From an optimization exercise on the open Yosys and OpenROAD flow, aimed at small area, a short achievable clock period and few clock cycles; shortcuts taken in it are not production practice. No functional check of the RTL was part of any run shown here. Power and IR drop assume default switching activity.

File: design/flow/config.mk
export PLATFORM = sky130hd
export DESIGN_NAME = cpuCore
export DESIGN_NICKNAME = cpuCore
export VERILOG_FILES = /design/flow/design.v
export SDC_FILE = /design/flow/constraint.sdc
export NUM_CORES = 4
export LEC_CHECK = 0
export CAP_MARGIN = 20
export CORE_AREA = 5.06 5.44 215.41 214.88
export CTS_BUF_LIST = sky130_fd_sc_hd__clkbuf_4 sky130_fd_sc_hd__clkbuf_8
export DIE_AREA = 0 0 220.41 220.32
export SETUP_SLACK_MARGIN = 2.0
export SLEW_MARGIN = 20
export TNS_END_PERCENT = 25
File: design/flow/constraint.sdc
create_clock -name core_clock -period 5.0 [get_ports {CLK}]
set_input_delay 1.0000 -clock core_clock [delete_from_list [all_inputs] [get_ports {CLK}]]
set_output_delay 1.0000 -clock core_clock [all_outputs]
set_load 0.01 [all_outputs]
File: design/flow/design.v
`timescale 1ns/1ps
module cpuCore (
  input  logic        CLK,
  input  logic        RST,
  input  logic        en,
  input  logic        start,
  output logic [7:0]  instAddr,
  input  logic [15:0] inst,
  output logic [7:0]  dataAddr,
  output logic        dataWe,
  output logic [15:0] dataOut,
  input  logic [15:0] dataIn,
  output logic        running
);
  localparam logic [4:0] OP_HALT = 5'b00001, OP_LOAD = 5'b00010, OP_STORE = 5'b00011,
    OP_ADD = 5'b10000, OP_ADDI = 5'b10001, OP_SUB = 5'b10011, OP_SUBI = 5'b10100,
    OP_INC = 5'b10110, OP_LDIL = 5'b10111, OP_LDIH = 5'b11000, OP_XOR = 5'b11001,
    OP_AND = 5'b11010, OP_OR = 5'b11011;
  logic        runQ, haltedQ, resumed;
  logic [7:0]  pc;
  logic [15:0] regs [8];
  logic [7:0]  valid;   
  logic [15:0] opA, opB;
  logic [2:0]  eDest;
  logic [3:0]  eOff;
  logic        eWrites, eHalt, eStore, eInvB, eCin, eSra;
  logic        eSelSum, eLogDiff, eLogBoth, eSelShl, eSelShr, eSelLoad;
  logic [15:0] logicOut;
  logic [15:0] sum, shIn, shl, shr, res;
  logic [4:0]  fOp;
  logic [7:0]  fImm;
  logic [15:0] rA, rB, vA, nB, immValA, immValB;
  logic [7:0]  eWriting, usable, matchA, matchB;
  logic        fwdA, fwdB, immA, immB, bUsesD, fWrites;
  assign instAddr = pc;
  assign fOp  = inst[15:11];
  assign fImm = inst[7:0];
  assign bUsesD = (fOp == OP_STORE) || (fOp == OP_ADDI) || (fOp == OP_SUBI);
  assign immA   = (fOp == OP_ADDI) || (fOp == OP_SUBI) || (fOp == OP_LDIL) || (fOp == OP_LDIH);
  always_comb begin
    case (fOp)
      OP_ADDI: immValA = {8'h00, fImm};
      OP_SUBI: immValA = {8'hFF, ~fImm};
      default: immValA = 16'h0000;
    endcase
  end
  always_comb begin
    case (fOp)
      OP_LDIL: begin immB = 1'b1; immValB = {8'h00, fImm}; end
      OP_LDIH: begin immB = 1'b1; immValB = {fImm, 8'h00}; end
      OP_INC:  begin immB = 1'b1; immValB = 16'd0; end   
      default: begin immB = 1'b0; immValB = 16'd0; end
    endcase
  end
  always_comb begin
    for (int i = 0; i < 8; i++) begin
      eWriting[i] = runQ && eWrites && eDest == 3'(i);
      usable[i]   = valid[i] && !eWriting[i];
      matchA[i]   = inst[6:4] == 3'(i);
      matchB[i]   = bUsesD ? inst[10:8] == 3'(i) : inst[2:0] == 3'(i);
    end
  end
  assign fwdA = |(matchA & eWriting) && !immA;
  assign fwdB = |(matchB & eWriting) && !immB;
  always_comb begin
    rA = '0;
    rB = '0;
    for (int i = 0; i < 8; i++) begin
      rA = rA | ({16{matchA[i] && usable[i] && !immA}} & regs[i]);
      rB = rB | ({16{matchB[i] && usable[i] && !immB}} & regs[i]);
    end
  end
  assign vA = rA | ({16{immA}} & immValA) | ({16{fwdA}} & res);
  assign nB = rB | immValB | ({16{fwdB}} & res);
  assign fWrites = (fOp == OP_LOAD) || (fOp[4] && fOp != 5'b10010 && fOp != 5'b10101);
  always_ff @(posedge CLK) begin
    opA      <= vA;
    opB      <= nB;
    eDest    <= inst[10:8];
    eOff     <= inst[3:0];
    eWrites  <= fWrites;
    eHalt    <= (fOp == OP_HALT);
    eStore   <= (fOp == OP_STORE);
    eInvB    <= (fOp == OP_SUB);
    eCin     <= (fOp == OP_SUB) || (fOp == OP_SUBI) || (fOp == OP_INC);
    eSra     <= fOp[0] && fOp[4:1] == 4'b1111;
    eSelSum  <= (fOp == OP_ADD) || (fOp == OP_ADDI) || (fOp == OP_SUB) ||
                (fOp == OP_SUBI) || (fOp == OP_INC) || (fOp == OP_LDIL) || (fOp == OP_LDIH);
    eLogDiff <= (fOp == OP_XOR) || (fOp == OP_OR);
    eLogBoth <= (fOp == OP_AND) || (fOp == OP_OR);
    eSelShl  <= (fOp[4:1] == 4'b1110);
    eSelShr  <= (fOp[4:1] == 4'b1111);
    eSelLoad <= (fOp == OP_LOAD);
  end
  assign sum = opA + (opB ^ {16{eInvB}}) + {15'd0, eCin};
  always_comb begin
    for (int i = 0; i < 16; i++) begin
      shIn[i] = eSelShl ? opA[15-i] : opA[i];
    end
    shr = 16'($signed({eSra & opA[15], shIn}) >>> opB[3:0]);
    for (int i = 0; i < 16; i++) begin
      shl[i] = shr[15-i];
    end
  end
  assign logicOut = ((opA ^ opB) & {16{eLogDiff}}) | ((opA & opB) & {16{eLogBoth}});
  assign res = ({16{eSelSum}}  & sum) |
               logicOut |
               ({16{eSelShl}}  & shl) |
               ({16{eSelShr}}  & shr) |
               ({16{eSelLoad}} & dataIn);
  always_ff @(posedge CLK) begin
    if (runQ && eWrites) begin
      regs[eDest] <= res;
    end
  end
  always_ff @(posedge CLK or posedge RST) begin
    if (RST) begin
      valid <= '0;
    end else if (runQ && eWrites) begin
      valid[eDest] <= 1'b1;
    end
  end
  assign dataAddr = opA[7:0] + {4'h0, eOff};
  assign dataOut  = opB;
  assign dataWe   = runQ && eStore;
  assign running = runQ && !(eHalt && !resumed);
  always_ff @(posedge CLK or posedge RST) begin
    if (RST) begin
      runQ    <= 1'b0;
      haltedQ <= 1'b0;
      resumed <= 1'b0;
      pc      <= '0;
    end else begin
      resumed <= 1'b0;
      if (runQ) begin
        if (eHalt) begin
          runQ    <= 1'b0;
          haltedQ <= 1'b1;
        end else if (!en) begin
          runQ <= 1'b0;   
        end else begin
          pc <= pc + 8'd1;
        end
      end else if (en && start && !haltedQ) begin
        runQ    <= 1'b1;
        resumed <= 1'b1;
        pc      <= pc + 8'd1;
      end
    end
  end
endmodule
File: design/flow/flow/run.sh
#!/bin/bash
# Standard layout, with the port buffers made of sky130_fd_sc_hd__buf_1
# instead of the delay buffer buffer_ports picks by default.
set -euo pipefail
export BUFFER_PORTS_ARGS="-buffer_cell sky130_fd_sc_hd__buf_1"
bash standard.sh > standard.log 2>&1
File: design/flow/standard.sh
#!/bin/bash
# synth_recipe.tcl (not shown) runs the flow's synth.tcl, then flattens the netlist and writes it again
# the make line also repeats each setting of config.mk as NAME=value (left out here)
make -C /OpenROAD-flow-scripts/flow DESIGN_CONFIG=/design/flow/config.mk WORK_HOME=/design/flow/orfs CLKGATE_MAP_FILE= SYNTH_SCRIPT=/design/flow/synth_recipe.tcl "${@:-finish}"
==> run_results.csv, run 1 <==
group,metric,value,unit
synthesis,syn-num-nets,1056,
detailed_routing,wire_per_inst,23.4,um
floorplan,initial_core_util,25.6,%
critical_path,critical_path.top_delay_family,"compound AO/OA/AOI/OAI gates",
detailed_routing,firstDrtPassIters,8,
global_route,grt_max_degree,30,
detailed_routing,ant_nets,0,
synthesis,yosysSeqAreaShare,47.3,%
finish,final_core_utilization,30.1,%
place,dp.cells,1610,
place,portBuffers,69,
floorplan,die-area,48600,um^2
finish,final_common_cell,"edfxtp_1",
floorplan,io_pins,70,
critical_path,critPathLaunchType,"flip-flop",
power_and_ir_drop,power,4.79,mW
critical_path,cp_slowest_cell,"fa_2",
power_and_ir_drop,switching_share,37.6,%
critical_path,endpoint_kind,"flip-flop",
critical_path,worstPathRequired,5360,ps
global_route,track_usage,15.8,%
clock_network,root_buffer,"clkbuf_8",
power_and_ir_drop,pwr-share-seq,45.4,%
synthesis,ys_async_sr_fraction,9.60,%
synthesis,ys_warn_count,1,
sta,hold_viol_final,0,
power_and_ir_drop,p_per_area,362,nW/um^2
clock_network,clockBufferDepth,2,
sta,timing.fmax,312,MHz
place,place_congestion,0.941,
finish,layout_common_cells,"128 x edfxtp_1, 63 x buf_1, 57 x buf_4",
power_and_ir_drop,ir_drop,0.167,mV
clock_network,clk_pin_slew_worst_paths,110,ps
finish,finalNonFillerCells,1675,
sta,period_needed,3200,ps
clock_network,numCtsBuffers,17,
synthesis,synth_edf_count,128,
worst_hold_path,hp-class,"flip-flop to flip-flop",
critical_path,critPathMaxFanout,2,
detailed_routing,routed_via_density,5.67,
place,post-place-ws,1020,ps
power_and_ir_drop,clkPwrFrac,20.5,%
finish,seqCellArea,5360,um^2
critical_path,worstPathCellList,"xnor2_2 -> fa_2 -> inv_2 -> fa_2 -> a21o_1 -> a221oi_4 -> buf_4 -> o311ai_4 -> o41ai_2 -> mux2i_1 -> a221oi_2 -> buf_4 -> buf_6 -> o2111ai_2",
floorplan,rows,77,
critical_path,cpPeakStageDelay,390,ps
run,cap_violations,0,
critical_path,cp.arrival,3560,ps
detailed_routing,drtIter0Drc,1314,
finish,area_delta_synth_final,17.3,%
global_route,grt_pass1_vias,9304,
sta,relSlewSlack,26.5,%
global_route,grt_pass1_wl,58200,um
sta,tns,0,ps
global_route,antenna_found_initial,0,
place,dp_hpwl,26700,um
power_and_ir_drop,p_int,2.99,mW
synthesis,syn_inst,975,
finish,nets,1151,
sta,setup_viol,0,
power_and_ir_drop,power_leakage,4.79,nW
sta,worst_slew_pin_slew,1100,ps
synthesis,syn_area,11300,um^2
synthesis,synth.avg_cell_area,11.6,um^2
clock_network,h-tree-depth,4,
critical_path,worstSetupPathType,"flip-flop to flip-flop",
synthesis,ys_ff_latch,198,
sta,rsz0062_at_grt,"true",
global_route,gr-total-overflow,0,
finish,n_antenna_cell,0,
clock_network,clk_latency,490,ps
floorplan,die_width,220,um
detailed_routing,vias,9499,
clock_network,cts_sinks,198,
finish,multi_input_area,5750,um^2
finish,n_fill_cell,4494,
detailed_routing,route.detailed.drc,0,
sta,maxSlewViolCount,0,
floorplan,die_h,220,um
sta,skew,19.2,ps
detailed_routing,wl,39200,um
synthesis,synth_flop_cell,"edfxtp_1",
clock_network,cts_tree,"done",
critical_path,path_buf_inv,4,
power_and_ir_drop,p_sw,1.80,mW
power_and_ir_drop,combPwrFrac,34.1,%
finish,drive_above_1_share,21.4,%
outcome,status,"finished clean",
synthesis,post_synth_num_cell_types,84,
sta,fin_ws,1800,ps
sta,post-route-period-util,64.0,%
floorplan,core,44000,um^2
[repair_timing]
item                                   4_1_cts  5_1_grt
endpoints found under the hold margin        0        0
setup endpoints to repair                  142      145
pin swaps                                   30        4
setup buffers                               27        5
hold buffers                                 0        0
gates cloned                                 1        0
gates resized for setup                     65        7
[cell families after synthesis]
group / Yosys count / synth area share [%]
xor+xnor: 44 / 3.42
flops: 198 / 47.3
simple gates: 219 / 10.8
fa+ha+maj: 45 / 5.19
mux: 49 / 6.21
compound gates: 316 / 23.2
buf+inv: 104 / 3.86
[final timing paths]
check | slack (ps) | depth (start not counted) | end | startpoint
max in group asynchronous | 3910 | 2 | resumed$_DFF_PP0_ | RST
min in group asynchronous | 600 | 2 | pc[3]$_DFFE_PP0P_ | RST
worst min register to register | 460 | 1 | resumed$_DFF_PP0_ | haltedQ$_DFFE_PP0P_
worst max register to register | 1800 | 14 | opB[14]$_DFF_P_ | opB[0]$_DFF_P_
worst max-delay path | 1800 | 14 | opB[14]$_DFF_P_ | opB[0]$_DFF_P_
worst min-delay path | 460 | 1 | resumed$_DFF_PP0_ | haltedQ$_DFFE_PP0P_
[area by class of cell]
class,instances,area share [%]
Clock buffer,19,1.93
Clock inverter,13,0.879
Inverter,43,1.29
Tap cell,592,5.60
Timing Repair Buffer,137,6.31
Sequential cell,198,40.5
Multi-Input combinational cell,673,43.5
[through the flow]
step | hold WS (ps) | area (um^2)
finish | 456 | 13200
global placement | 446 | 12300
detailed placement | 447 | 12300
floorplan | 422 | 11300
CTS | 464 | 13200
global route | 491 | 13200
[flip-flops by register name, summed over array words and instances, names as in the netlist]
signal and cells:
pc 8, haltedQ 1, eSelSum 1, opA 16
eOff 4, valid 8, eLogBoth 1, runQ 1
eStore 1, opB 16, eDest 3, eCin 1
eSra 1, eWrites 1, regs 128, eInvB 1
eLogDiff 1, eHalt 1, eSelLoad 1, resumed 1
eSelShr 1, eSelShl 1
[power groups by stage]
stage	Combinational [mW]	Sequential, mW	Clock [mW]
final	1.63	2.17	0.982
after global routing	1.76	2.19	1.07
after CTS	1.58	2.17	1.00
after detailed placement	1.43	2.22	0
after global placement	1.42	2.22	0
after floorplan	1.03	2.12	0
[Yosys cell counts (all sizes together), types with 6 or more instances]
cell type  instances  area share, %
a22o              30            2.3
clkbuf            36            1.2
o21ai             23            1.0
a222oi            41            3.6
mux4              14            2.8
a21oi             37            1.6
o2111ai           27            2.7
nor2              38            1.3
mux2              12            1.2
nand3             23            1.0
a22oi             37            2.5
nor2b             10           0.55
o211ai             9           0.60
dfrtp             19            4.2
nand4              6           0.33
xnor2             21            1.6
nand2b             9           0.50
dfxtp             51            9.0
nor3              15           0.75
inv               43            1.4
buf               25            1.2
ha                42            4.7
a221oi            40            3.2
mux2i             23            2.2
and3              14           0.78
nand2             54            1.8
a21o              17            1.1
edfxtp           128             34
a31oi              7           0.44
nor4              15            1.3
xor2              23            1.8
[routing by layer]
layer | vias up | GRT usage, % | part of all wire [%]
met1 | 4679 | 19.9 | 39
met3 | 128 | 3.08 | 8.6
met2 | 554 | 26.0 | 48
li1 | 4138 | - | -
met4 | 0 | 7.49 | 4.7
met5 | - | 0 | 0
[worst reg2reg max path: stages, from the launching register on]
cell	delay [ps]
dfxtp_4	380
xnor2_2	150
fa_2	240
inv_2	50
fa_2	390
a21o_1	220
a221oi_4	290
buf_4	180
o311ai_4	120
o41ai_2	250
mux2i_1	140
a221oi_2	280
buf_4	190
buf_6	110
o2111ai_2	90
==> inputs of run 2 (changes only) <==
--- a/design/flow/config.mk
+++ b/design/flow/config.mk
@@ -12,3 +12,3 @@
 export SETUP_SLACK_MARGIN = 2.0
 export SLEW_MARGIN = 20
-export TNS_END_PERCENT = 25
+export TNS_END_PERCENT = 15
==> run_results.csv, run 2 <==
group,metric,value,unit
outcome,status,"finished clean",
global_route,grt_max_degree,23,
sta,period_needed,3160,ps
synthesis,syn-num-nets,1056,
finish,final_core_utilization,30.1,%
detailed_routing,wire_per_inst,23.3,um
critical_path,critPathLaunchType,"flip-flop",
detailed_routing,ant_nets,0,
detailed_routing,firstDrtPassIters,6,
clock_network,root_buffer,"clkbuf_8",
critical_path,critical_path.top_delay_family,"multiplexers",
synthesis,yosysSeqAreaShare,47.3,%
run,cap_violations,0,
worst_hold_path,min_from,"valid[5]$_DFFE_PP0P_",
synthesis,yosysTopAreaCell,"edfxtp_1",
finish,seqCellArea,5360,um^2
critical_path,reg2reg_slack,1840,ps
detailed_routing,vias,9404,
finish,n_fill_cell,4484,
finish,largest_reg_flops,128,
floorplan,rows,77,
power_and_ir_drop,power_leakage,4.82,nW
critical_path,path_buf_inv,2,
clock_network,cts_sinks,198,
sta,hold_viol_final,0,
critical_path,cpPeakStageDelay,570,ps
power_and_ir_drop,p_per_area,366,nW/um^2
finish,area_delta_synth_final,17.6,%
synthesis,synth.avg_cell_area,11.6,um^2
synthesis,synth_flop_cell,"edfxtp_1",
sta,post-route-period-util,63.2,%
clock_network,clockBufferDepth,2,
synthesis,ys_async_sr_fraction,9.60,%
sta,rsz0062_at_grt,"true",
floorplan,die-area,48600,um^2
global_route,grt_pass1_wl,57200,um
synthesis,synth_edf_count,128,
critical_path,cp_slowest_cell,"mux4_2",
synthesis,synth_top_area_share,34.1,%
floorplan,die_width,220,um
finish,reg.largest.list,"regs: 128 flops, opA: 16 flops, opB: 16 flops",
finish,nets,1144,
detailed_routing,drtIter0Drc,1299,
finish,drive_above_1_share,20.8,%
detailed_routing,wl,39000,um
critical_path,critPathMaxFanout,10,
worst_hold_path,whs_endpoint,"valid[5]$_DFFE_PP0P_",
worst_hold_path,hp-class,"flip-flop to flip-flop",
sta,setup_viol,0,
finish,final_common_cell,"edfxtp_1",
critical_path,reg2reg_depth,8,
finish,multi_input_area,5770,um^2
synthesis,syn_inst,975,
finish,layout_common_cells,"128 x edfxtp_1, 60 x buf_1, 54 x nand2_1",
critical_path,crit_path_frequent_cell,"mux2_2",
global_route,antenna_found_initial,2,
global_route,track_usage,15.5,%
clock_network,cts_tree,"done",
critical_path,worstPathCellList,"buf_4 -> mux4_2 -> mux2_2 -> mux2_2 -> a22oi_1 -> nand2_1 -> a221oi_4 -> inv_1",
sta,timing.fmax,317,MHz
synthesis,synth.most_common_cell,"edfxtp_1",
floorplan,io_pins,70,
finish,largest_register,"regs",
synthesis,ys_ff_latch,198,
clock_network,numCtsBuffers,17,
place,dp_hpwl,26300,um
floorplan,initial_core_util,25.6,%
power_and_ir_drop,ir_drop,0.171,mV
clock_network,clk_pin_slew_worst_paths,110,ps
critical_path,r2r_end,"regs[7][1]$_DFFE_PP_",
synthesis,syn_area,11300,um^2
detailed_routing,route.detailed.drc,0,
sta,relSlewSlack,28.4,%
floorplan,core,44000,um^2
critical_path,worstSetupPathType,"flip-flop to flip-flop",
clock_network,h-tree-depth,4,
critical_path,cp.arrival,3350,ps
detailed_routing,routed_via_density,5.63,
global_route,gr-total-overflow,0,
critical_path,worstPathRequired,5190,ps
clock_network,clk_latency,490,ps
sta,skew,18.6,ps
critical_path,endpoint_kind,"flip-flop",
place,portBuffers,69,
critical_path,r2r_start,"opB[0]$_DFF_P_",
synthesis,ys_warn_count,1,
worst_hold_path,whs_path_depth,1,
place,place_congestion,0.928,
synthesis,synth.area.top_cells,"edfxtp_1 34%, dfxtp_1 9.0%, ha_1 4.7%",
global_route,grt_pass1_vias,9165,
sta,maxSlewViolCount,0,
sta,tns,0,ps
sta,worst_slew_pin_slew,1070,ps
floorplan,die_h,220,um
synthesis,post_synth_num_cell_types,84,
synthesis,synth_common_cells,"128 x edfxtp_1, 54 x nand2_1, 51 x dfxtp_1",
[run 2: cell counts after synthesis]
Identical to the previous run, type by type.
[run 2: worst reg2reg max path, delay by kind of cell (launching register included)]
kind,cells,cell delay (ps)
simple gates,1,210
mux,3,1160
flops,1,390
compound gates,2,660
buf+inv,2,430
[run 2: through the flow]
stage / power (mW) / setup WS [ps] / cells / instance area (um^2) / hold WS, ps
finish: 4.85 / 1840 / 1670 / 13300 / 461
global route: 5.08 / 1730 / 1669 / 13300 / 484
CTS: 4.81 / 1850 / 1660 / 13100 / 460
detailed placement: 3.64 / 1050 / 1609 / 12300 / 442
global placement: 3.63 / 1150 / 1609 / 12300 / 443
floorplan: 3.14 / 1620 / 975 / 11300 / 422
[run 2: where the power goes]
part,switching [mW],internal (mW)
Clock,0.595,0.490
Sequential,0.224,1.94
Combinational,0.956,0.641
[run 2: cell type report]
| class | instances | area share [%] |
|---|---|---|
| multi-input cells | 673 | 43.5 |
| diodes | 2 | 0.0377 |
| inverters | 43 | 1.22 |
| clock buffers | 20 | 1.98 |
| flip-flops and latches | 198 | 40.4 |
| clock inverters | 12 | 1.19 |
| well taps | 592 | 5.58 |
| repair buffers | 130 | 6.07 |
[run 2: cells by family after synthesis]
logic type | after synthesis | share of synthesized area (%)
flops | 198 | 47.3
compound gates | 316 | 23.2
xor+xnor | 44 | 3.42
buf+inv | 104 | 3.86
fa+ha+maj | 45 | 5.19
simple gates | 219 | 10.8
mux | 49 | 6.21
[run 2: worst max path at each step]
stage                            end  slack [ps]      startpoint  cells after the start
2_1_floorplan  regs[0][14]$_DFFE_PP_        1620  opB[0]$_DFF_P_                     14
3_3_place_gp          opB[0]$_DFF_P_        1150        inst[14]                      9
3_5_place_dp         opB[15]$_DFF_P_        1050        inst[14]                      9
4_1_cts                  dataAddr[6]        1850  opA[0]$_DFF_P_                      9
5_1_grt                  dataAddr[6]        1730  opA[0]$_DFF_P_                      9
6_report        regs[7][1]$_DFFE_PP_        1840  opB[0]$_DFF_P_                      8
[run 2: metal layers]
| layer | vias up | GRT usage [%] | wire length, um |
|---|---|---|---|
| met2 | 612 | 25.8 | 18600 |
| met3 | 122 | 3.24 | 3740 |
| met1 | 4533 | 19.5 | 15000 |
| met4 | 0 | 7.05 | 1650 |
| met5 | - | 0 | 0 |
| li1 | 4137 | - | - |
[run 2: repair_timing]
action | CTS | global route
gates resized for setup | 34 | 38
cloned | 0 | 1
pin swaps | 11 | 8
buffers inserted | 19 | 7
hold buffers | 0 | 0
setup endpoints to repair | 167 | 141
==> inputs of run 3 (changes only) <==
--- a/design/flow/config.mk
+++ b/design/flow/config.mk
@@ -12,3 +12,3 @@
 export SETUP_SLACK_MARGIN = 2.0
 export SLEW_MARGIN = 20
-export TNS_END_PERCENT = 15
+export TNS_END_PERCENT = 20
==> run_results.csv, run 3 <==
group,metric,value,unit
global_route,grt_pass1_vias,9184,
finish,finalNonFillerCells,1670,
power_and_ir_drop,power_leakage,4.83,nW
sta,skew,19.9,ps
synthesis,post_synth_num_cell_types,84,
floorplan,die_width,220,um
finish,drive_above_1_share,21.2,%
synthesis,syn-num-nets,1056,
finish,largest_register,"regs",
power_and_ir_drop,p_sw,1.78,mW
place,portBuffers,69,
critical_path,r2r_start,"eInvB$_DFF_P_",
outcome,status,"finished clean",
critical_path,cp.arrival,2120,ps
global_route,grt_max_degree,23,
clock_network,cts_tree,"done",
power_and_ir_drop,combPwrFrac,33.0,%
place,dp_hpwl,26300,um
synthesis,synth.most_common_cell,"edfxtp_1",
critical_path,critPathMaxFanout,6,
synthesis,ys_warn_count,1,
detailed_routing,wire_per_inst,23.5,um
floorplan,die_h,220,um
floorplan,rows,77,
place,dpl-instance-area,12300,um^2
floorplan,initial_core_util,25.6,%
global_route,grt_pass1_wl,57300,um
power_and_ir_drop,p_int,3.08,mW
floorplan,io_pins,70,
global_route,antenna_found_initial,2,
detailed_routing,routed_via_density,5.68,
finish,final_core_utilization,30.2,%
run,cap_violations,0,
finish,reg.largest.list,"regs: 128 flops, opA: 16 flops, opB: 16 flops",
detailed_routing,drtIter0Drc,1332,
synthesis,syn_area,11300,um^2
critical_path,cp-startpoint,"opA[0]$_DFF_P_",
sta,fin_ws,1880,ps
synthesis,synth_top_area_share,34.1,%
sta,post-route-period-util,62.3,%
sta,relSlewSlack,25.4,%
finish,final_common_cell,"edfxtp_1",
detailed_routing,route.detailed.drc,0,
finish,layout_common_cells,"128 x edfxtp_1, 59 x buf_1, 53 x nand2_1, 53 x buf_4, 43 x dfxtp_1",
clock_network,cts_hold_buf,0,
power_and_ir_drop,switching_share,36.6,%
synthesis,synth_common_cells,"128 x edfxtp_1, 54 x nand2_1, 51 x dfxtp_1",
critical_path,worstPathRequired,4000,ps
sta,worst_slew_pin_slew,1120,ps
sta,period_needed,3120,ps
critical_path,critPathLaunchType,"flip-flop",
sta,setup_viol,0,
finish,largest_reg_flops,128,
synthesis,ys_async_sr_fraction,9.60,%
clock_network,cts_sinks,198,
detailed_routing,ant_nets,0,
power_and_ir_drop,ir_drop,0.169,mV
floorplan,die-area,48600,um^2
synthesis,synth_edf_count,128,
clock_network,clk_pin_slew_worst_paths,100,ps
power_and_ir_drop,clkPwrFrac,22.3,%
synthesis,synth.area.top_cells,"edfxtp_1 34%, dfxtp_1 9.0%, ha_1 4.7%",
worst_hold_path,min_from,"valid[5]$_DFFE_PP0P_",
floorplan,core,44000,um^2
critical_path,worstSetupPathType,"flip-flop to primary output",
synthesis,yosysTopAreaCell,"edfxtp_1",
sta,rsz0062_at_grt,"true",
global_route,track_usage,15.5,%
clock_network,root_buffer,"clkbuf_8",
place,post-place-ws,1050,ps
clock_network,clockBufferDepth,2,
finish,finalInstanceArea,13300,um^2
clock_network,clk_latency,490,ps
sta,hold_viol_final,0,
power_and_ir_drop,pwr-share-seq,44.7,%
worst_hold_path,hp-class,"flip-flop to flip-flop",
clock_network,h-tree-depth,4,
sta,timing.fmax,321,MHz
clock_network,numCtsBuffers,17,
detailed_routing,wl,39200,um
finish,area_delta_synth_final,17.9,%
synthesis,syn_inst,975,
sta,maxSlewViolCount,0,
synthesis,synth_flop_cell,"edfxtp_1",
critical_path,endpoint_kind,"primary output",
synthesis,yosysSeqAreaShare,47.3,%
global_route,gr-total-overflow,0,
sta,tns,0,ps
power_and_ir_drop,p_per_area,366,nW/um^2
finish,nets,1144,
synthesis,synth.avg_cell_area,11.6,um^2
place,place_congestion,0.928,
detailed_routing,vias,9491,
synthesis,ys_ff_latch,198,
finish,n_fill_cell,4484,
detailed_routing,firstDrtPassIters,10,
place,dp.cells,1609,
-- run 3: worst paths after layout --
| check | slack, ps | end | cells after the start |
|---|---|---|---|
| max in group asynchronous | 3910 | valid[6]$_DFFE_PP0P_ | 2 |
| min | 460 | valid[5]$_DFFE_PP0P_ | 1 |
| min reg2reg | 460 | valid[5]$_DFFE_PP0P_ | 1 |
| max reg2reg | 1920 | opA[14]$_DFF_P_ | 12 |
| min in group asynchronous | 610 | valid[2]$_DFFE_PP0P_ | 2 |
| max | 1880 | dataAddr[6] | 9 |
-- run 3: cell families after synthesis --
group,Yosys count,share of synthesized area (%)
compound gates,316,23.2
mux,49,6.21
buf+inv,104,3.86
xor+xnor,44,3.42
simple gates,219,10.8
fa+ha+maj,45,5.19
flops,198,47.3
-- run 3: timing repair --
item,in CTS,in global routing
resized for setup,36,45
gates cloned,0,1
pin swaps,12,11
endpoints found under the setup margin,167,141
setup buffers,19,7
-- run 3: per-layer routing --
layer / GRT usage [%] / wire [um] / vias to the layer above
met5: 0 / 0 / -
met4: 7.05 / 1640 / 0
met3: 3.28 / 3870 / 108
met2: 25.7 / 18600 / 645
met1: 19.6 / 15000 / 4605
li1: - / - / 4133
-- run 3: critical path, cell delays in order, from the launching register on --
cell and delay [ps]:
dfxtp_4 410, ha_4 140, inv_2 40, fa_2 350, nor2b_1 110, o21ai_1 70, nand2b_1 100, nand3_1 90
xnor2_1 170, buf_2 150
-- run 3: power by group through the flow --
stage / logic, mW / registers (mW) / clock network, mW
2_1_floorplan: 1.03 / 2.12 / 0
3_3_place_gp: 1.41 / 2.22 / 0
3_5_place_dp: 1.43 / 2.22 / 0
4_1_cts: 1.54 / 2.16 / 1.11
5_1_grt: 1.73 / 2.18 / 1.17
6_report: 1.61 / 2.17 / 1.08
-- run 3: through the flow --
stage          total power, mW  hold slack, ps
6_report                  4.86             461
5_1_grt                   5.09             484
4_1_cts                   4.81             460
3_5_place_dp              3.64             442
3_3_place_gp              3.63             443
2_1_floorplan             3.14             422
-- run 3: final cells by class --
cell class / count / area (um^2) / share of cell area (%)
timing repair buffer: 130 / 816 / 6.13
clock inverter: 12 / 158 / 1.19
antenna: 2 / 5.00 / 0.0376
multi-input combinational: 673 / 5790 / 43.6
clock buffer: 20 / 263 / 1.98
tap: 592 / 741 / 5.57
sequential: 198 / 5360 / 40.3
inverter: 43 / 161 / 1.21
==> inputs of run 4 (changes only) <==
--- a/design/flow/config.mk
+++ b/design/flow/config.mk
@@ -10,5 +10,5 @@
 export CTS_BUF_LIST = sky130_fd_sc_hd__clkbuf_4 sky130_fd_sc_hd__clkbuf_8
 export DIE_AREA = 0 0 220.41 220.32
-export SETUP_SLACK_MARGIN = 2.0
+export SETUP_SLACK_MARGIN = 2.1
 export SLEW_MARGIN = 20
 export TNS_END_PERCENT = 20
==> run_results.csv, run 4 <==
group,metric,value,unit
outcome,status,"finished clean",
detailed_routing,wl_met1,15700,um
detailed_routing,vias,9477,
floorplan,io_pins,70,
finish,nets,1149,
finish,final_core_utilization,30.4,%
place,dpl-instance-area,12400,um^2
critical_path,endpoint_kind,"flip-flop",
sta,tns,0,ps
finish,final_common_cell,"edfxtp_1",
worst_hold_path,hp-class,"flip-flop to flip-flop",
detailed_routing,routed_via_density,5.66,
finish,largest_reg_flops,128,
finish,n_antenna_cell,0,
sta,holdWs,466,ps
floorplan,die_h,220,um
global_route,grt_max_degree,23,
sta,skew,17.4,ps
critical_path,critPathMaxFanout,2,
floorplan,core,44000,um^2
sta,maxSlewViolCount,0,
detailed_routing,drtIter0Drc,1254,
detailed_routing,wl_met3,3220,um
synthesis,syn_inst,975,
synthesis,yosysTopAreaCell,"edfxtp_1",
finish,area_delta_synth_final,18.5,%
place,post-place-ws,1000,ps
power_and_ir_drop,power,4.94,mW
global_route,antenna_found_initial,0,
floorplan,die-area,48600,um^2
critical_path,critPathLaunchType,"flip-flop",
sta,setup_viol,0,
clock_network,root_buffer,"clkbuf_8",
synthesis,synth.avg_cell_area,11.6,um^2
floorplan,rows,77,
critical_path,cpPeakStageDelay,360,ps
critical_path,worstPathCellList,"xnor2_2 -> fa_2 -> inv_2 -> fa_2 -> a21o_1 -> a221oi_4 -> buf_4 -> o311ai_4 -> o41ai_2 -> mux2i_1 -> a221oi_2 -> buf_4 -> buf_6 -> o2111ai_2",
synthesis,post_synth_num_cell_types,84,
detailed_routing,ant_nets,0,
detailed_routing,wl,39400,um
finish,n_fill_cell,4460,
critical_path,worstSetupPathType,"flip-flop to flip-flop",
synthesis,synth_flop_cell,"edfxtp_1",
synthesis,yosysSeqAreaShare,47.3,%
global_route,grt_pass1_wl,58500,um
sta,relSlewSlack,26.6,%
floorplan,initial_core_util,25.6,%
place,portBuffers,69,
finish,layout_common_cells,"128 x edfxtp_1, 61 x buf_1, 58 x buf_4",
global_route,gr-total-overflow,0,
power_and_ir_drop,power_leakage,4.87,nW
clock_network,cts_tree,"done",
sta,worst_slew_pin_slew,1100,ps
power_and_ir_drop,p_per_area,370,nW/um^2
power_and_ir_drop,ir_drop,0.179,mV
clock_network,h-tree-depth,4,
finish,finalInstanceArea,13400,um^2
sta,rsz0062_at_grt,"true",
finish,reg.largest.list,"regs: 128 flops, opA: 16 flops, opB: 16 flops",
sta,timing.fmax,319,MHz
clock_network,clockBufferDepth,2,
detailed_routing,firstDrtPassIters,9,
detailed_routing,route.detailed.drc,0,
sta,hold_viol_final,0,
sta,period_needed,3140,ps
synthesis,ys_ff_latch,198,
detailed_routing,wire_per_inst,23.6,um
run,cap_violations,0,
sta,post-route-period-util,62.7,%
global_route,grt_pass1_vias,9383,
synthesis,synth_edf_count,128,
place,place_congestion,0.920,
synthesis,synth.area.top_cells,"edfxtp_1 34%, dfxtp_1 9.0%, ha_1 4.7%",
clock_network,clk_latency,490,ps
detailed_routing,routed.top_layer,"met4",
synthesis,ys_warn_count,1,
place,dp_hpwl,26500,um
clock_network,cts_sinks,198,
synthesis,syn-num-nets,1056,
sta,fin_ws,1860,ps
detailed_routing,wl_met2,18800,um
synthesis,synth.most_common_cell,"edfxtp_1",
synthesis,ys_async_sr_fraction,9.60,%
clock_network,numCtsBuffers,17,
synthesis,syn_area,11300,um^2
critical_path,cp.arrival,3480,ps
place,dp.cells,1611,
critical_path,worstPathRequired,5340,ps
finish,finalNonFillerCells,1673,
synthesis,synth_common_cells,"128 x edfxtp_1, 54 x nand2_1, 51 x dfxtp_1",
critical_path,cp_slowest_cell,"dfxtp_2",
finish,drive_above_1_share,21.9,%
finish,largest_register,"regs",
global_route,track_usage,15.9,%
synthesis,synth_top_area_share,34.1,%
clock_network,clk_pin_slew_worst_paths,110,ps
floorplan,die_width,220,um
-- run 4: cell counts after synthesis --
No cell type changed its count.
-- run 4: critical path: cells and delay by family (launching register included) --
kind,cells,cell delay (ps)
fa+ha+maj,2,580
xor+xnor,1,170
compound gates,6,1230
flops,1,360
mux,1,150
buf+inv,4,490
-- run 4: power by group --
| part | switching, mW | internal [mW] | leakage [nW] | total [mW] |
|---|---|---|---|---|
| clock | 0.617 | 0.517 | 0.224 | 1.13 |
| sequential | 0.231 | 1.95 | 1.84 | 2.18 |
| combinational | 0.974 | 0.659 | 2.80 | 1.63 |
-- run 4: worst paths after layout --
path / depth (start not counted) / slack, ps / endpoint / from
worst max-delay path: 14 / 1860 / opA[14]$_DFF_P_ / eInvB$_DFF_P_
worst min-delay path: 1 / 470 / valid[3]$_DFFE_PP0P_ / valid[3]$_DFFE_PP0P_
worst max register to register: 14 / 1860 / opA[14]$_DFF_P_ / eInvB$_DFF_P_
worst min register to register: 1 / 470 / valid[3]$_DFFE_PP0P_ / valid[3]$_DFFE_PP0P_
max in group asynchronous: 2 / 3930 / valid[6]$_DFFE_PP0P_ / RST
min in group asynchronous: 2 / 590 / pc[4]$_DFFE_PP0P_ / RST
-- run 4: cells by family (layout without fill, tap and decap cells) --
family,after synthesis,count (layout),synth area share [%]
adder cells (fa/ha/maj),45,45,5.19
multiplexers,49,49,6.21
XOR/XNOR,44,44,3.42
AO/OA/AOI/OAI,316,316,23.2
buffers and inverters,104,210,3.86
AND/OR/NAND/NOR,219,219,10.8
flip-flops,198,198,47.3
-- run 4: final cells by class --
type / instances / area (um^2) / area share [%]
clock buffer: 17 / 234 / 1.75
sequential: 198 / 5360 / 40.1
inverter: 43 / 164 / 1.23
clock inverter: 15 / 209 / 1.56
timing repair buffer: 135 / 837 / 6.26
tap: 592 / 741 / 5.54
multi-input combinational: 673 / 5820 / 43.5
-- run 4: repair_timing --
action                     CTS  global route
setup buffers               21             8
setup endpoints to repair  167           149
resized for setup           46            37
hold buffers                 0             0
pin swaps                   17            13
cloned                       0             1
-- run 4: metal layers --
metal,up-vias,global-route usage [%]
li1,4144,-
met5,-,0
met2,548,26.2
met3,105,2.54
met1,4680,20.3
met4,0,7.70
==> inputs of run 5 (changes only) <==
--- a/design/flow/config.mk
+++ b/design/flow/config.mk
@@ -7,8 +7,8 @@
 export LEC_CHECK = 0
 export CAP_MARGIN = 20
-export CORE_AREA = 5.06 5.44 215.41 214.88
+export CORE_MARGIN = 2
+export CORE_UTILIZATION = 55
 export CTS_BUF_LIST = sky130_fd_sc_hd__clkbuf_4 sky130_fd_sc_hd__clkbuf_8
-export DIE_AREA = 0 0 220.41 220.32
-export SETUP_SLACK_MARGIN = 2.1
+export SETUP_SLACK_MARGIN = 2.0
 export SLEW_MARGIN = 20
 export TNS_END_PERCENT = 20
==> run_results.csv, run 5 <==
group,metric,value,unit
finish,n_antenna_cell,0,
finish,finalNonFillerCells,1338,
global_route,grt_max_degree,25,
synthesis,post_synth_num_cell_types,84,
detailed_routing,routed_via_density,7.22,
floorplan,die-area,21700,um^2
critical_path,r2r_start,"eInvB$_DFF_P_",
critical_path,critical_path.top_delay_family,"compound AO/OA/AOI/OAI gates",
place,dp_hpwl,25000,um
sta,fin_ws,1760,ps
global_route,track_usage,35.4,%
critical_path,cp.arrival,3460,ps
critical_path,endpoint_kind,"flip-flop",
clock_network,h-tree-depth,4,
critical_path,worstSetupPathType,"flip-flop to flip-flop",
critical_path,critPathMaxFanout,8,
critical_path,reg2reg_depth,13,
outcome,status,"finished clean",
run,cap_violations,0,
detailed_routing,routed.top_layer,"met4",
detailed_routing,wire_per_inst,28.7,um
synthesis,yosysSeqAreaShare,47.3,%
synthesis,synth_common_cells,"128 x edfxtp_1, 54 x nand2_1, 51 x dfxtp_1",
floorplan,core,20200,um^2
critical_path,r2r_end,"regs[7][14]$_DFFE_PP_",
finish,largest_register,"regs",
critical_path,reg2reg_slack,1760,ps
clock_network,numCtsBuffers,17,
worst_hold_path,whs_endpoint,"resumed$_DFF_PP0_",
power_and_ir_drop,p_per_area,377,nW/um^2
global_route,grt_pass1_wl,57100,um
detailed_routing,ant_nets,0,
finish,nets,1136,
place,dp.cells,1282,
sta,setup_viol,0,
clock_network,clk_pin_slew_worst_paths,110,ps
finish,reg.largest.list,"regs: 128 flops, opA: 16 flops, opB: 16 flops",
detailed_routing,drtIter0Drc,1301,
sta,post-route-period-util,64.7,%
sta,relSlewSlack,22.0,%
floorplan,die_h,147,um
worst_hold_path,min_from,"haltedQ$_DFFE_PP0P_",
critical_path,cp_slowest_cell,"fa_2",
critical_path,path_buf_inv,4,
detailed_routing,wl_met3,4110,um
critical_path,worstPathRequired,5220,ps
critical_path,cpPeakStageDelay,360,ps
synthesis,ys_async_sr_fraction,9.60,%
finish,final_common_cell,"edfxtp_1",
synthesis,syn-num-nets,1056,
synthesis,synth_edf_count,128,
place,post-place-ws,1060,ps
synthesis,synth.most_common_cell,"edfxtp_1",
synthesis,synth_flop_cell,"edfxtp_1",
synthesis,syn_inst,975,
synthesis,synth.area.top_cells,"edfxtp_1 34%, dfxtp_1 9.0%, ha_1 4.7%",
sta,rsz0062_at_grt,"true",
detailed_routing,wl,38500,um
sta,holdWs,472,ps
power_and_ir_drop,ir_drop,0.249,mV
floorplan,initial_core_util,55.9,%
finish,largest_reg_flops,128,
synthesis,synth_top_area_share,34.1,%
global_route,grt_pass1_vias,9532,
finish,final_core_utilization,63.1,%
place,place_congestion,1.02,
clock_network,clockBufferDepth,2,
clock_network,clk_latency,480,ps
synthesis,yosysTopAreaCell,"edfxtp_1",
detailed_routing,wl_met2,18300,um
floorplan,die_width,147,um
global_route,gr-total-overflow,0,
floorplan,rows,52,
finish,area_delta_synth_final,12.7,%
finish,layout_common_cells,"128 x edfxtp_1, 63 x buf_1, 54 x nand2_1",
clock_network,cts_sinks,198,
sta,maxSlewViolCount,0,
detailed_routing,firstDrtPassIters,9,
clock_network,root_buffer,"clkbuf_8",
place,portBuffers,69,
critical_path,critPathLaunchType,"flip-flop",
floorplan,io_pins,70,
sta,worst_slew_pin_slew,1170,ps
sta,period_needed,3240,ps
clock_network,cts_hold_buf,0,
finish,drive_above_1_share,18.7,%
synthesis,ys_warn_count,1,
clock_network,cts_tree,"done",
synthesis,synth.avg_cell_area,11.6,um^2
detailed_routing,vias,9655,
sta,skew,10.7,ps
sta,timing.fmax,309,MHz
critical_path,worstPathCellList,"buf_12 -> xnor2_4 -> fa_2 -> inv_2 -> fa_2 -> a21o_1 -> a221oi_4 -> o311ai_4 -> o41ai_2 -> mux2i_1 -> a221oi_2 -> buf_4 -> inv_1",
detailed_routing,route.detailed.drc,0,
worst_hold_path,hp-class,"flip-flop to flip-flop",
worst_hold_path,whs_path_depth,1,
detailed_routing,wl_met1,14300,um
sta,tns,0,ps
global_route,antenna_found_initial,0,
synthesis,syn_area,11300,um^2
power_and_ir_drop,power_leakage,4.77,nW
synthesis,ys_ff_latch,198,
critical_path,crit_path_frequent_cell,"fa_2",
sta,hold_viol_final,0,
==> run 5: repair_timing <==
item,4_1_cts,5_1_grt
endpoints found under the setup margin,166,148
pin swaps,4,5
hold endpoints to repair,0,0
buffers inserted,14,10
gates resized for setup,31,15
==> run 5: logic make-up after synthesis <==
group | Yosys count | synth area share (%)
AO/OA/AOI/OAI | 316 | 23.2
AND/OR/NAND/NOR | 219 | 10.8
flip-flops | 198 | 47.3
buffers and inverters | 104 | 3.86
multiplexers | 49 | 6.21
adder cells (fa/ha/maj) | 45 | 5.19
XOR/XNOR | 44 | 3.42
==> run 5: where the power goes <==
group / internal [mW] / leakage, nW / switching [mW]
Clock: 0.377 / 0.197 / 0.617
Sequential: 1.95 / 1.84 / 0.258
Combinational: 0.626 / 2.73 / 0.971
==> run 5: routing by layer <==
metal | track usage, % | vias to the layer above
met4 | 16.5 | 0
met3 | 8.20 | 145
li1 | - | 4105
met5 | 0 | -
met1 | 45.2 | 4757
met2 | 57.4 | 648
==> run 5: how the worst max path moves through the flow <==
stage,end,from,slack (ps),depth (start not counted)
final,regs[7][14]$_DFFE_PP_,eInvB$_DFF_P_,1760,13
after global routing,regs[3][14]$_DFFE_PP_,eInvB$_DFF_P_,1630,13
after CTS,dataAddr[6],opA[0]$_DFF_P_,1800,9
after detailed placement,opB[15]$_DFF_P_,inst[14],1060,9
after global placement,opB[15]$_DFF_P_,inst[14],1200,9
after floorplan,regs[0][14]$_DFFE_PP_,opB[0]$_DFF_P_,1620,14
==> run 5: stage by stage <==
step / instance area (um^2) / power [mW]
final: 12700 / 4.79
after floorplan: 11300 / 3.14
after detailed placement: 11900 / 3.66
after global placement: 11900 / 3.62
after CTS: 12600 / 4.72
after global routing: 12700 / 5.00
==> run 5: final cells by class <==
cell class,instances,area [um^2]
Clock buffer,18,241
Clock inverter,14,140
Fill cell,1573,7450
Inverter,43,166
Multi-Input combinational cell,673,5720
Sequential cell,198,5360
Tap cell,270,338
Timing Repair Buffer,122,749
==> inputs of run 6 (changes only) <==
--- a/design/flow/config.mk
+++ b/design/flow/config.mk
@@ -8,5 +8,5 @@
 export CAP_MARGIN = 20
 export CORE_MARGIN = 2
-export CORE_UTILIZATION = 55
+export CORE_UTILIZATION = 50
 export CTS_BUF_LIST = sky130_fd_sc_hd__clkbuf_4 sky130_fd_sc_hd__clkbuf_8
 export SETUP_SLACK_MARGIN = 2.0
==> run_results.csv, run 6 <==
group,metric,value,unit
outcome,status,"finished clean",
finish,largest_register,"regs",
detailed_routing,wire_per_inst,27.3,um
detailed_routing,vias,9484,
power_and_ir_drop,power_leakage,4.79,nW
critical_path,critPathMaxFanout,3,
floorplan,rows,54,
synthesis,synth_edf_count,128,
critical_path,critPathLaunchType,"flip-flop",
clock_network,root_buffer,"clkbuf_8",
detailed_routing,ant_nets,0,
finish,seqCellArea,5370,um^2
critical_path,worstPathCellList,"xnor2_2 -> fa_2 -> inv_2 -> fa_2 -> a21o_1 -> a221oi_4 -> o311ai_2 -> buf_4 -> o31ai_1 -> xnor2_1 -> a221oi_2 -> buf_4 -> buf_4 -> o2111ai_2",
synthesis,synth_top_area_share,34.1,%
power_and_ir_drop,p_per_area,373,nW/um^2
detailed_routing,routed_via_density,6.99,
sta,maxSlewViolCount,0,
finish,finalInstanceArea,12900,um^2
place,dpl-instance-area,12000,um^2
place,dp.cells,1294,
detailed_routing,firstDrtPassIters,8,
clock_network,cts_sinks,198,
global_route,grt_pass1_wl,55100,um
run,cap_violations,0,
sta,post-route-period-util,63.6,%
critical_path,endpoint_kind,"flip-flop",
sta,rsz0062_at_grt,"true",
synthesis,yosysSeqAreaShare,47.3,%
finish,reg.largest.list,"regs: 128 flops, opA: 16 flops, opB: 16 flops",
clock_network,clockBufferDepth,2,
sta,setup_viol,0,
finish,area_delta_synth_final,14.4,%
global_route,grtUsageMet1,42.0,%
critical_path,cpPeakStageDelay,380,ps
synthesis,synth_common_cells,"128 x edfxtp_1, 54 x nand2_1, 51 x dfxtp_1",
sta,fin_ws,1820,ps
synthesis,synth.avg_cell_area,11.6,um^2
synthesis,synth_flop_cell,"edfxtp_1",
sta,skew,16.7,ps
finish,final_common_cell,"edfxtp_1",
place,post-place-ws,893,ps
synthesis,syn_area,11300,um^2
worst_hold_path,min_from,"valid[5]$_DFFE_PP0P_",
sta,worst_slew_pin_slew,1120,ps
finish,finalNonFillerCells,1357,
critical_path,cp.arrival,3530,ps
place,portBuffers,69,
critical_path,worstSetupPathType,"flip-flop to flip-flop",
global_route,grt_max_degree,23,
floorplan,initial_core_util,51.4,%
floorplan,die_width,154,um
critical_path,cp_slowest_cell,"dfxtp_4",
finish,nets,1145,
worst_hold_path,hp-class,"flip-flop to flip-flop",
finish,layout_common_cells,"128 x edfxtp_1, 61 x buf_1, 53 x nand2_1",
synthesis,synth.area.top_cells,"edfxtp_1 34%, dfxtp_1 9.0%, ha_1 4.7%",
critical_path,crit_path_frequent_cell,"buf_4",
sta,period_needed,3180,ps
finish,multi_input_area,5820,um^2
finish,largest_reg_flops,128,
sta,tns,0,ps
floorplan,io_pins,70,
synthesis,post_synth_num_cell_types,84,
critical_path,r2r_start,"eInvB$_DFF_P_",
power_and_ir_drop,power,4.81,mW
finish,n_fill_cell,1871,
detailed_routing,wl,37100,um
synthesis,ys_async_sr_fraction,9.60,%
power_and_ir_drop,ir_drop,0.187,mV
sta,holdWs,463,ps
floorplan,die_h,154,um
finish,final_core_utilization,58.8,%
global_route,gr-total-overflow,0,
synthesis,yosysTopAreaCell,"edfxtp_1",
global_route,grt_pass1_vias,8988,
clock_network,clk_pin_slew_worst_paths,100,ps
synthesis,synth.most_common_cell,"edfxtp_1",
place,dp_hpwl,24600,um
clock_network,h-tree-depth,4,
sta,hold_viol_final,0,
sta,timing.fmax,315,MHz
place,place_congestion,0.980,
detailed_routing,route.detailed.drc,0,
global_route,track_usage,31.1,%
synthesis,syn_inst,975,
detailed_routing,drtIter0Drc,1352,
global_route,top_usage_layer,"met2",
floorplan,core,22000,um^2
sta,relSlewSlack,25.0,%
clock_network,cts_tree,"done",
critical_path,cp-startpoint,"eInvB$_DFF_P_",
global_route,global_route.usage.met2,48.7,%
global_route,use_met3,4.93,%
critical_path,worstPathRequired,5350,ps
synthesis,ys_warn_count,1,
finish,drive_above_1_share,20.9,%
synthesis,ys_ff_latch,198,
clock_network,numCtsBuffers,17,
synthesis,syn-num-nets,1056,
floorplan,die-area,23800,um^2
clock_network,clk_latency,490,ps
global_route,antenna_found_initial,0,
finish,n_antenna_cell,0,
run 6: cell count changes in the layout (fill, tap and decap cells not counted), moves of 3 or more:
cell,delta
mux2i_4,+3
buf_4,+8
inv_1,-3
buf_2,+5
inv_2,+3
run 6: cell families (layout without fill, tap and decap cells):
group | count (synthesis) | count (layout) | synth area share (%)
buffers and inverters | 104 | 206 | 3.86
XOR/XNOR | 44 | 44 | 3.42
adder cells (fa/ha/maj) | 45 | 45 | 5.19
multiplexers | 49 | 49 | 6.21
flip-flops | 198 | 198 | 47.3
AND/OR/NAND/NOR | 219 | 219 | 10.8
AO/OA/AOI/OAI | 316 | 316 | 23.2
run 6: cell type report:
| cell class | instances | share of cell area [%] |
|---|---|---|
| clock buffers | 17 | 1.81 |
| well taps | 280 | 2.71 |
| inverters | 43 | 1.27 |
| clock inverters | 15 | 1.24 |
| repair buffers | 131 | 6.26 |
| flip-flops and latches | 198 | 41.6 |
| multi-input cells | 673 | 45.1 |
run 6: report_power, final:
group,leakage (nW),internal [mW],switching [mW],total [mW]
clock network,0.199,0.416,0.600,1.02
logic,2.75,0.653,0.969,1.62
registers,1.84,1.95,0.231,2.18
run 6: per-layer routing:
| layer | part of all wire (%) | routed length, um | up-vias |
|---|---|---|---|
| li1 | - | - | 4129 |
| met1 | 39 | 14300 | 4567 |
| met2 | 45 | 16800 | 647 |
| met3 | 10 | 3870 | 141 |
| met4 | 5.7 | 2130 | 0 |
| met5 | 0 | 0 | - |
run 6: path summary, 6_finish.rpt:
kind                                   endpoint  slack, ps  depth (start not counted)
min in group asynchronous     pc[7]$_DFFE_PP0P_        590                          2
max reg2reg                     opB[12]$_DFF_P_       1820                         14
min reg2reg                valid[5]$_DFFE_PP0P_        460                          1
max in group asynchronous  valid[3]$_DFFE_PP0P_       3960                          2
min                        valid[5]$_DFFE_PP0P_        460                          1
max                             opB[12]$_DFF_P_       1820                         14
run 6: worst max-delay path, delay by kind of cell, from the launching register on:
kind	cells	cell delay (ps)
AO/OA/AOI/OAI	6	1290
XOR/XNOR	2	310
adder cells (fa/ha/maj)	2	580
buffers and inverters	4	490
flip-flops	1	380
run 6: what timing repair did:
action / CTS / global route
endpoints found under the setup margin: 166 / 140
pin swaps: 16 / 22
hold buffers: 0 / 0
setup buffers: 18 / 12
cloned: 0 / 1
resized for setup: 37 / 34
==> inputs of run 7 (changes only) <==
--- a/design/flow/design.v
+++ b/design/flow/design.v
@@ -49,5 +49,5 @@
       OP_LDIL: begin immB = 1'b1; immValB = {8'h00, fImm}; end
       OP_LDIH: begin immB = 1'b1; immValB = {fImm, 8'h00}; end
-      OP_INC:  begin immB = 1'b1; immValB = 16'd0; end   
+      OP_INC:  begin immB = 1'b1; immValB = 16'd1; end
       default: begin immB = 1'b0; immValB = 16'd0; end
     endcase
@@ -83,5 +83,5 @@
     eStore   <= (fOp == OP_STORE);
     eInvB    <= (fOp == OP_SUB);
-    eCin     <= (fOp == OP_SUB) || (fOp == OP_SUBI) || (fOp == OP_INC);
+    eCin     <= (fOp == OP_SUB) || (fOp == OP_SUBI);
     eSra     <= fOp[0] && fOp[4:1] == 4'b1111;
     eSelSum  <= (fOp == OP_ADD) || (fOp == OP_ADDI) || (fOp == OP_SUB) ||
--- a/design/flow/config.mk
+++ b/design/flow/config.mk
@@ -8,5 +8,5 @@
 export CAP_MARGIN = 20
 export CORE_MARGIN = 2
-export CORE_UTILIZATION = 50
+export CORE_UTILIZATION = 55
 export CTS_BUF_LIST = sky130_fd_sc_hd__clkbuf_4 sky130_fd_sc_hd__clkbuf_8
 export SETUP_SLACK_MARGIN = 2.0
==> run_results.csv, run 7 <==
group,metric,value,unit
finish,final_common_cell,"edfxtp_1",
clock_network,clk_latency,480,ps
detailed_routing,routed_via_density,7.03,
synthesis,synth_top_area_share,34.6,%
detailed_routing,wl,37800,um
synthesis,synth_xor_area_share,3.39,%
global_route,grt_pass1_wl,56200,um
outcome,status,"finished clean",
synthesis,yosys.area_share.adder,5.15,%
finish,multi_input_area,5610,um^2
sta,skew,21.7,ps
critical_path,critPathLaunchType,"flip-flop",
sta,setup_viol,0,
sta,rsz0062_at_grt,"true",
power_and_ir_drop,power,4.71,mW
floorplan,die_width,146,um
floorplan,rows,52,
sta,worst_slew_pin_slew,1240,ps
sta,hold_viol_final,0,
critical_path,reg2reg_depth,12,
synthesis,synth.avg_cell_area,11.4,um^2
clock_network,cts_tree,"done",
floorplan,io_pins,70,
clock_network,clockBufferDepth,2,
synthesis,synth.most_common_cell,"edfxtp_1",
synthesis,syn-num-nets,1059,
critical_path,cp_slowest_cell,"a222oi_1",
power_and_ir_drop,ir_drop,0.255,mV
synthesis,yosysTopAreaCell,"edfxtp_1",
global_route,antenna_found_initial,0,
critical_path,endpoint_kind,"flip-flop",
detailed_routing,firstDrtPassIters,8,
synthesis,syn_area,11100,um^2
floorplan,initial_core_util,55.5,%
place,dpl-instance-area,11700,um^2
global_route,grt_pass1_vias,9327,
finish,largest_register,"regs",
floorplan,core,20000,um^2
synthesis,synth_top_family_by_area,"compound AO/OA/AOI/OAI gates",
finish,area_delta_synth_final,12.8,%
run,cap_violations,0,
synthesis,ys_async_sr_fraction,9.60,%
synthesis,synthMuxAreaShare,6.72,%
synthesis,ys_ff_latch,198,
worst_hold_path,whs_path_depth,1,
sta,period_needed,3250,ps
sta,tns,0,ps
global_route,grt_max_degree,23,
synthesis,synth_flop_cell,"edfxtp_1",
clock_network,cts_hold_buf,0,
synthesis,synth_common_cells,"128 x edfxtp_1, 85 x nand2_1, 83 x a22oi_1",
finish,reg.largest.list,"regs: 128 flops, opA: 16 flops, opB: 16 flops",
power_and_ir_drop,p_per_area,376,nW/um^2
sta,timing.fmax,307,MHz
finish,seqCellArea,5370,um^2
synthesis,post_synth_num_cell_types,75,
detailed_routing,routed.top_layer,"met4",
detailed_routing,drtIter0Drc,1422,
finish,n_fill_cell,1596,
floorplan,die_h,146,um
floorplan,die-area,21400,um^2
global_route,gr-total-overflow,0,
global_route,track_usage,35.2,%
power_and_ir_drop,power_leakage,4.86,nW
finish,largest_reg_flops,128,
critical_path,worstSetupPathType,"flip-flop to flip-flop",
finish,drive_above_1_share,18.2,%
detailed_routing,vias,9445,
sta,post-route-period-util,65.1,%
detailed_routing,ant_nets,0,
synthesis,syn_inst,979,
detailed_routing,route.detailed.drc,0,
clock_network,h-tree-depth,4,
worst_hold_path,hp-class,"flip-flop to flip-flop",
synthesis,synth_edf_count,128,
worst_hold_path,min_from,"haltedQ$_DFFE_PP0P_",
sta,relSlewSlack,16.6,%
critical_path,cp.arrival,3480,ps
critical_path,cpPeakStageDelay,510,ps
clock_network,clk_pin_slew_worst_paths,120,ps
clock_network,cts_sinks,198,
synthesis,ys_warn_count,1,
synthesis,synth.area.top_cells,"edfxtp_1 35%, dfxtp_1 9.2%, a22oi_1 5.6%",
finish,layout_common_cells,"128 x edfxtp_1, 85 x nand2_1, 83 x a22oi_1",
critical_path,crit_path_frequent_cell,"fa_2",
detailed_routing,wire_per_inst,28.2,um
place,portBuffers,69,
detailed_routing,wl_met3,4220,um
clock_network,numCtsBuffers,17,
finish,finalInstanceArea,12500,um^2
finish,n_antenna_cell,0,
detailed_routing,wl_met1,14700,um
critical_path,worstPathCellList,"xnor2_2 -> fa_2 -> inv_2 -> fa_2 -> a211oi_2 -> o21bai_1 -> a21oi_2 -> or4b_4 -> o21ai_2 -> a222oi_1 -> nand3_2 -> buf_6",
critical_path,critPathMaxFanout,8,
finish,nets,1140,
sta,maxSlewViolCount,0,
detailed_routing,wl_met2,17600,um
synthesis,synth_compound_area_share,20.7,%
synthesis,yosysSeqAreaShare,48.0,%
synthesis,synthSimpleGateAreaFrac,11.6,%
place,dp_hpwl,25000,um
critical_path,worstPathRequired,5230,ps
clock_network,root_buffer,"clkbuf_8",
critical_path,cp-startpoint,"eInvB$_DFF_P_",
place,place_congestion,0.946,
critical_path,r2r_start,"eInvB$_DFF_P_",
-- run 7: routing by layer --
| layer | global-route usage, % | vias up |
|---|---|---|
| met5 | 0 | - |
| met4 | 13.5 | 0 |
| met3 | 7.59 | 110 |
| met2 | 57.2 | 668 |
| met1 | 46.4 | 4625 |
| li1 | - | 4042 |
-- run 7: cells by family after synthesis --
family | Yosys count
mux | 50
compound gates | 306
simple gates | 251
xor+xnor | 43
flops | 198
buf+inv | 87
fa+ha+maj | 44
-- run 7: cell type report --
class	instances	share of cell area [%]
Clock inverter	15	1.64
Inverter	28	0.838
Sequential cell	198	42.8
Multi-Input combinational cell	695	44.7
Clock buffer	17	1.87
Tap cell	270	2.69
Timing Repair Buffer	120	5.42
-- run 7: timing repair --
| item | in CTS | in global routing |
|---|---|---|
| setup endpoints to repair | 166 | 83 |
| setup buffers | 15 | 3 |
| cloned | 1 | 0 |
| gates resized for setup | 50 | 21 |
| pin swaps | 15 | 11 |
-- run 7: stage by stage --
| stage | instances | util, % | hold WS (ps) | setup slack, ps |
|---|---|---|---|---|
| 2_1_floorplan | 979 | - | 422 | 1880 |
| 3_3_place_gp | 1292 | 58.5 | 431 | 1020 |
| 3_5_place_dp | 1292 | 58.5 | 446 | 896 |
| 4_1_cts | 1340 | 62.2 | 461 | 1750 |
| 5_1_grt | 1343 | 62.6 | 490 | 1610 |
| 6_report | 1343 | 62.6 | 465 | 1750 |
-- run 7: where the power goes --
group	total (mW)	internal, mW	switching, mW
Clock	1.10	0.477	0.621
Combinational	1.47	0.586	0.889
Sequential	2.14	1.93	0.202
-- run 7: worst max-delay path, delay by kind of cell, from the launching register on --
kind | cells | cell delay [ps]
adder cells (fa/ha/maj) | 2 | 650
AND/OR/NAND/NOR | 2 | 410
AO/OA/AOI/OAI | 5 | 1170
buffers and inverters | 2 | 250
flip-flops | 1 | 370
XOR/XNOR | 1 | 160
-- run 7: path summary, 6_finish.rpt --
check	end	slack [ps]
worst min register to register	resumed$_DFF_PP0_	460
min in group asynchronous	resumed$_DFF_PP0_	620
worst min-delay path	resumed$_DFF_PP0_	460
max in group asynchronous	valid[7]$_DFFE_PP0P_	3900
worst max register to register	regs[6][10]$_DFFE_PP_	1750
worst max-delay path	regs[6][10]$_DFFE_PP_	1750
==> inputs of run 8 (changes only) <==
==> design/flow/flow/run.sh (replaced) <==
#!/bin/bash
# Standard layout with two changes: port buffers are sky130_fd_sc_hd__buf_1
# instead of the delay buffer buffer_ports picks by default, and adders are
# left to ABC instead of being mapped to ripple chains of fa/ha cells.
set -euo pipefail
export BUFFER_PORTS_ARGS="-buffer_cell sky130_fd_sc_hd__buf_1"
export ADDER_MAP_FILE=
bash standard.sh > standard.log 2>&1
--- a/design/flow/config.mk
+++ b/design/flow/config.mk
@@ -7,7 +7,7 @@
 export LEC_CHECK = 0
 export CAP_MARGIN = 20
-export CORE_MARGIN = 2
-export CORE_UTILIZATION = 55
+export CORE_AREA = 5.06 5.44 215.41 214.88
 export CTS_BUF_LIST = sky130_fd_sc_hd__clkbuf_4 sky130_fd_sc_hd__clkbuf_8
+export DIE_AREA = 0 0 220.41 220.32
 export SETUP_SLACK_MARGIN = 2.0
 export SLEW_MARGIN = 20
==> run_results.csv, run 8 <==
group,metric,value,unit
finish,largest_register,"regs",
sta,maxSlewViolCount,0,
sta,post-route-period-util,64.1,%
clock_network,root_buffer,"clkbuf_8",
synthesis,ys_warn_count,1,
critical_path,reg2reg_slack,1880,ps
clock_network,cts_tree,"done",
floorplan,rows,77,
worst_hold_path,hp-class,"flip-flop to flip-flop",
synthesis,syn_area,12300,um^2
run,cap_violations,0,
synthesis,synth_flop_cell,"edfxtp_1",
worst_hold_path,min_from,"valid[4]$_DFFE_PP0P_",
critical_path,cpPeakStageDelay,370,ps
sta,hold_viol_final,0,
synthesis,yosysTopAreaCell,"edfxtp_1",
floorplan,io_pins,70,
power_and_ir_drop,power_leakage,4.95,nW
power_and_ir_drop,p_per_area,349,nW/um^2
sta,rsz0062_at_grt,"true",
sta,period_needed,3200,ps
power_and_ir_drop,power,5.17,mW
finish,drive_above_1_share,22.5,%
synthesis,syn-num-nets,1226,
synthesis,ys_ff_latch,198,
global_route,grt_pass1_vias,10500,
finish,seqCellArea,5390,um^2
finish,nets,1301,
clock_network,clk_pin_slew_worst_paths,100,ps
synthesis,post_synth_num_cell_types,99,
outcome,status,"finished clean",
global_route,antenna_found_initial,0,
place,dp_hpwl,29200,um
floorplan,die-area,48600,um^2
critical_path,cp-startpoint,"eOff[0]$_DFF_P_",
floorplan,initial_core_util,28.0,%
critical_path,endpoint_kind,"primary output",
detailed_routing,wire_per_inst,23.3,um
finish,multi_input_area,6930,um^2
detailed_routing,route.detailed.drc,0,
synthesis,synth.avg_cell_area,10.3,um^2
sta,skew,16.7,ps
finish,area_delta_synth_final,20.2,%
critical_path,worstPathRequired,4000,ps
sta,setup_viol,0,
place,place_congestion,0.926,
sta,worst_slew_pin_slew,1180,ps
critical_path,crit_path_frequent_cell,"nor2_4",
finish,reg.largest.list,"regs: 128 flops, opA: 16 flops, opB: 16 flops",
synthesis,syn_inst,1190,
global_route,grt_max_degree,38,
critical_path,worstPathCellList,"a31oi_4 -> nor2_4 -> maj3_2 -> o21a_1 -> a21oi_4 -> nor2_4 -> nand3_2 -> xnor2_2 -> buf_2",
critical_path,critPathMaxFanout,3,
clock_network,clk_latency,480,ps
critical_path,critPathLaunchType,"flip-flop",
floorplan,core,44000,um^2
detailed_routing,vias,11000,
global_route,grt_pass1_wl,64500,um
finish,final_common_cell,"edfxtp_1",
clock_network,cts_sinks,198,
synthesis,synth_edf_count,128,
synthesis,synth.area.top_cells,"edfxtp_1 31%, dfxtp_1 8.3%, dfrtp_1 3.9%",
clock_network,cts_hold_buf,0,
detailed_routing,ant_nets,0,
critical_path,cp_slowest_cell,"dfxtp_4",
finish,largest_reg_flops,128,
clock_network,h-tree-depth,4,
detailed_routing,firstDrtPassIters,9,
finish,n_antenna_cell,0,
synthesis,ys_async_sr_fraction,9.60,%
finish,n_fill_cell,4443,
critical_path,worstSetupPathType,"flip-flop to primary output",
place,portBuffers,69,
synthesis,synth_common_cells,"128 x edfxtp_1, 82 x nand2_1, 80 x a21oi_1",
sta,tns,0,ps
synthesis,yosysSeqAreaShare,43.4,%
sta,timing.fmax,312,MHz
finish,final_core_utilization,33.6,%
synthesis,synth.most_common_cell,"edfxtp_1",
global_route,track_usage,17.2,%
critical_path,cp.arrival,2200,ps
clock_network,clockBufferDepth,2,
floorplan,die_h,220,um
detailed_routing,wl,43500,um
critical_path,r2r_start,"opA[3]$_DFF_P_",
finish,layout_common_cells,"128 x edfxtp_1, 79 x nand2_1, 74 x buf_4",
floorplan,die_width,220,um
synthesis,synth_top_area_share,31.2,%
clock_network,numCtsBuffers,17,
global_route,gr-total-overflow,0,
sta,relSlewSlack,21.4,%
detailed_routing,drtIter0Drc,1801,
power_and_ir_drop,ir_drop,0.202,mV
detailed_routing,routed_via_density,5.89,
-- run 8: changes by cell type in the layout (fill, tap and decap cells not counted), moves of 14 or more --
| cell | previous run | this run |
|---|---|---|
| a211o_1 | 19 | 3 |
| a21oi_1 | 31 | 73 |
| a221oi_1 | 5 | 38 |
| a222oi_1 | 46 | 31 |
| a22o_1 | 1 | 20 |
| a22oi_1 | 83 | 43 |
| buf_4 | 44 | 74 |
| ha_1 | 39 | 0 |
| mux2i_1 | 17 | 32 |
| nand2b_1 | 10 | 25 |
| nand3_1 | 27 | 41 |
| xnor2_1 | 18 | 48 |
-- run 8: cell type report --
type                       instances  area share (%)
multi-input combinational        856            46.9
tap                              592            5.01
timing repair buffer             159            7.72
clock inverter                    13            1.48
clock buffer                      19            1.68
sequential                       198            36.4
inverter                          33           0.862
-- run 8: layer usage --
metal  up-vias  global-route usage, %  part of all wire [%]
met3       128                   3.27                   9.6
met4         0                   7.66                   4.5
met5         -                      0                     0
met2       766                   27.6                    46
li1       4796                      -                     -
met1      5319                   22.8                    40
-- run 8: worst max-delay path: cells and delay by family, from the launching register on --
family	cells	cell delay, ps
compound gates	3	550
flops	1	370
fa+ha+maj	1	310
simple gates	3	230
buf+inv	1	150
xor+xnor	1	110
-- run 8: timing repair --
action	in CTS	in global routing
pin swaps	11	25
buffers inserted	25	26
hold endpoints to repair	0	0
gates resized for setup	72	69
endpoints found under the setup margin	165	131
cloned	0	2
-- run 8: path summary, 6_finish.rpt --
check / end / cells after the start
max in group asynchronous: valid[3]$_DFFE_PP0P_ / 2
min: valid[4]$_DFFE_PP0P_ / 1
max reg2reg: regs[7][12]$_DFFE_PP_ / 9
max: dataAddr[7] / 9
min in group asynchronous: pc[6]$_DFFE_PP0P_ / 2
min reg2reg: valid[4]$_DFFE_PP0P_ / 1
-- run 8: cell families after synthesis --
group / synth area share [%]
and+or+nand+nor: 13.9
AOI/OAI and AO/OA: 23.3
xor gates and xnor gates: 5.49
adders and majority gates: 0.742
buffers and inverters: 5.05
DFF: 43.4
muxes: 8.08
-- run 8: stage by stage --
step	area [um^2]	hold WS, ps	setup slack [ps]	instances
after floorplan	12400	432	1860	1190
after global placement	13300	451	968	1785
after detailed placement	13300	452	857	1785
after CTS	14200	480	1760	1842
after global routing	14800	502	1690	1870
final	14800	475	1800	1870
-- run 8: power by group --
part	internal, mW	switching (mW)
Clock	0.616	0.579
Sequential	1.94	0.258
Combinational	0.737	1.04

port drivers added, routing unchanged:
No port has a modelled driver above. Below, the same layouts with a new extraction and two added sets of constraints.
Step 1: set_driving_cell puts a clkbuf_16 on CLK and a buf_2 on each other input, an assumption about the parent block.
Step 2, shift: input delay + t, output delay - t, t = (earliest + latest rising clock arrival at the registers) / 2. This alone moves slack from input paths to output paths.
Slacks: ideal / step 1 / step 2; pairs: ideal / step 1.
| run | t, ns | setup slack, ns |
|---|---|---|
| run 1 | 0.526 | 1.800 / 1.800 / 1.338 |
| run 2 | 0.532 | 1.841 / 1.830 / 1.432 |
| run 3 | 0.531 | 1.884 / 1.832 / 1.428 |
| run 4 | 0.530 | 1.865 / 1.824 / 1.552 |
| run 5 | 0.516 | 1.764 / 1.764 / 1.426 |
| run 6 | 0.512 | 1.822 / 1.822 / 1.428 |
| run 7 | 0.510 | 1.746 / 1.746 / 1.458 |
| run 8 | 0.520 | 1.796 / 1.745 / 1.309 |
After both steps every run listed still meets setup and hold.
